Source: an optimization exercise on an open RTL-to-GDS flow (aim: small area, a short achievable clock period and few clock cycles per item). Production flows keep margins and buffers that such runs may drop. Only simulation tests tie the RTL to the original design; equivalence was not proved. Power and IR drop assume default switching activity.

== v6 ==
// vehicle_arc_pose_integrator
module vehicle_arc_pose_integrator (
  input  logic         clk,
  input  logic         rst,
  input  logic         cfg_we,
  input  logic [15:0]  cfg_wdata,
  input  logic         s_tvalid,
  output logic         s_tready,
  input  logic [151:0] s_tdata,
  output logic         m_tvalid,
  input  logic         m_tready,
  output logic [143:0] m_tdata
);
  typedef enum logic [2:0] {
    F_IDLE, F_DMUL, F_ST0, F_DIV, F_FLUSH, F_WAIT
  } fstate_t;
  typedef enum logic [1:0] {
    R_IDLE, R_COR, R_DIFF
  } rstate_t;
  typedef enum logic [1:0] {
    P_IDLE, P_MUL, P_ADD
  } pstate_t;
  fstate_t fstate;
  rstate_t rstate;
  pstate_t pstate;
  logic [15:0] min_turn_radius;
  logic signed [31:0] x_position, y_position, r_reg;
  logic [31:0] heading_angle;    
  logic [31:0] heading_work;     
  logic signed [15:0] steer_amount;
  logic signed [31:0] r_work;
  logic signed [15:0] steer_work;
  typedef enum logic [1:0] {T_NONE, T_AFTER_R, T_AFTER_P, T_READY} tstate_t;
  tstate_t tstate;
  logic tok_steer;
  logic [1:0] fcmd;
  logic f_arc, f_sgn, qneg;
  logic signed [15:0] sv_f;
  logic [30:0] rem;
  logic [23:0] dvd;
  logic [5:0] dcnt;
  logic skipping;
  logic [63:0] hacc;
  logic signed [33:0] d3;
  logic [1:0] qd_r;
  logic div_steer;
  logic [1:0] dph;
  logic [8:0] dctl;
  logic signed [31:0] c0x, c0y;
  logic c0f;
  logic signed [31:0] cx, cy, cz;
  logic cflip, cbusy, cbg;
  logic [4:0] ci, ciy_n;
  logic p_arc;
  logic signed [32:0] ma_r, mb_r;
  logic signed [31:0] mop;
  logic mprev;
  logic bo0, bt0, bo1, bt1, na0, na1, nb0, nb1;
  logic signed [34:0] acc_a, acc_b;
  logic [1:0] lo_a, lo_b;
  logic [3:0] mcnt;
  logic neg_a, neg_b;
  logic out_free;
  assign out_free = !m_tvalid || m_tready;
  assign s_tready = (fstate == F_IDLE);
  assign m_tdata = {r_reg, steer_amount, heading_angle, y_position, x_position};
  function automatic logic fold_flip(input logic [31:0] h);
  ...
For scale: ~9200 cells after synthesis, about 800 flip-flops, ~320 I/O pins.
clock: 13.5 ns
lec_check: 0
cap_margin: 20
core_margin: 2
core_utilization: 40
slew_margin: 20
run.sh (not shown) runs the stock make flow with config.mk's settings and CLKGATE_MAP_FILE= SYNTH_SCRIPT=/design/flow/synth_recipe.tcl, a recipe that flattens the netlist after the stock synthesis.
In summary, v6 completed successfully, with a layout that passed the timing, DRC and antenna checks.
Testbench counts of v6, summed over its fixed seeds: cycles 202,530, items 9,600.
Modified inputs, v7 compared to v6
-- flow/design.v --
<<< v6, line 273
  always_ff @(posedge clk) begin
    if (take_arc || ld_r_go) begin
      cx <= vapi_pkg::CordicGainQ30; cy <= '0; ci <= '0; ciy_n <= '1;
      cz <= fold_z(take_arc ? h_turn : load_h);
      cflip <= fold_flip(take_arc ? h_turn : load_h);
      cbg <= !take_arc;
>>> v7, line 273
  always_ff @(posedge clk) begin
    if (take_arc || ld_r_go) begin
      logic [31:0] z0;
      z0 = fold_z(take_arc ? h_turn : load_h);
      cx <= vapi_pkg::CordicGainQ30;
      cy <= z0[31] ? -vapi_pkg::CordicGainQ30 : vapi_pkg::CordicGainQ30;
      cz <= {z0[31:29] + (z0[31] ? 3'b001 : 3'b111), z0[28:0]};
      ci <= 5'd1; ciy_n <= 5'b11110;
      cflip <= fold_flip(take_arc ? h_turn : load_h);
      cbg <= !take_arc;
Notes after the runs:
Changes observed in v7 relative to v6: multi-input gate count essentially unchanged, leakage power figure decreased 1.7%. Status: cell area parity (v7, v6). [diff] die area, v7 relative to v6: regression. The maximum clock frequency of v7 is higher than that of v6. v7 against v6: share of synthesized cell area in and, or, nand and nor gates level; met1 track demand over resource down 1.7 points; portion of the clock cycle consumed by the worst path in the final layout decreased by 4.1 points relative to the old numbers; amount of wire on met2 after detailed routing rose by about 7%.
Testbench counts of v7, summed over its fixed seeds: cycles 199,098, items 9,600.

## what the ideal ports hide
The flow's constraints put no driver on any port. The routed layouts listed below were extracted and timed again, unchanged, in two steps. Step 1 assumes that a clkbuf_16 drives the clock port and a buf_2 every other input. Step 2, shift: input delay + t, output delay - t, t = (earliest + latest rising clock arrival at the registers) / 2. This alone moves slack from input paths to output paths. Slacks: ideal / step 1 / step 2; pairs: ideal / step 1.
| run | t, ns | setup slack, ns | slew at the worst register clock pin (ns) |
|---|---|---|---|
| v6 | 0.843 | 6.439 / 6.439 / 5.781 | 0.07 / 0.07 |
| v7 | 0.845 | 6.989 / 6.989 / 6.989 | 0.07 / 0.07 |
After both steps every run listed still meets setup and hold. For v6, which loses most, drivers alone change the setup slack by 0.000 ns; drivers and shift together by -0.658 ns.
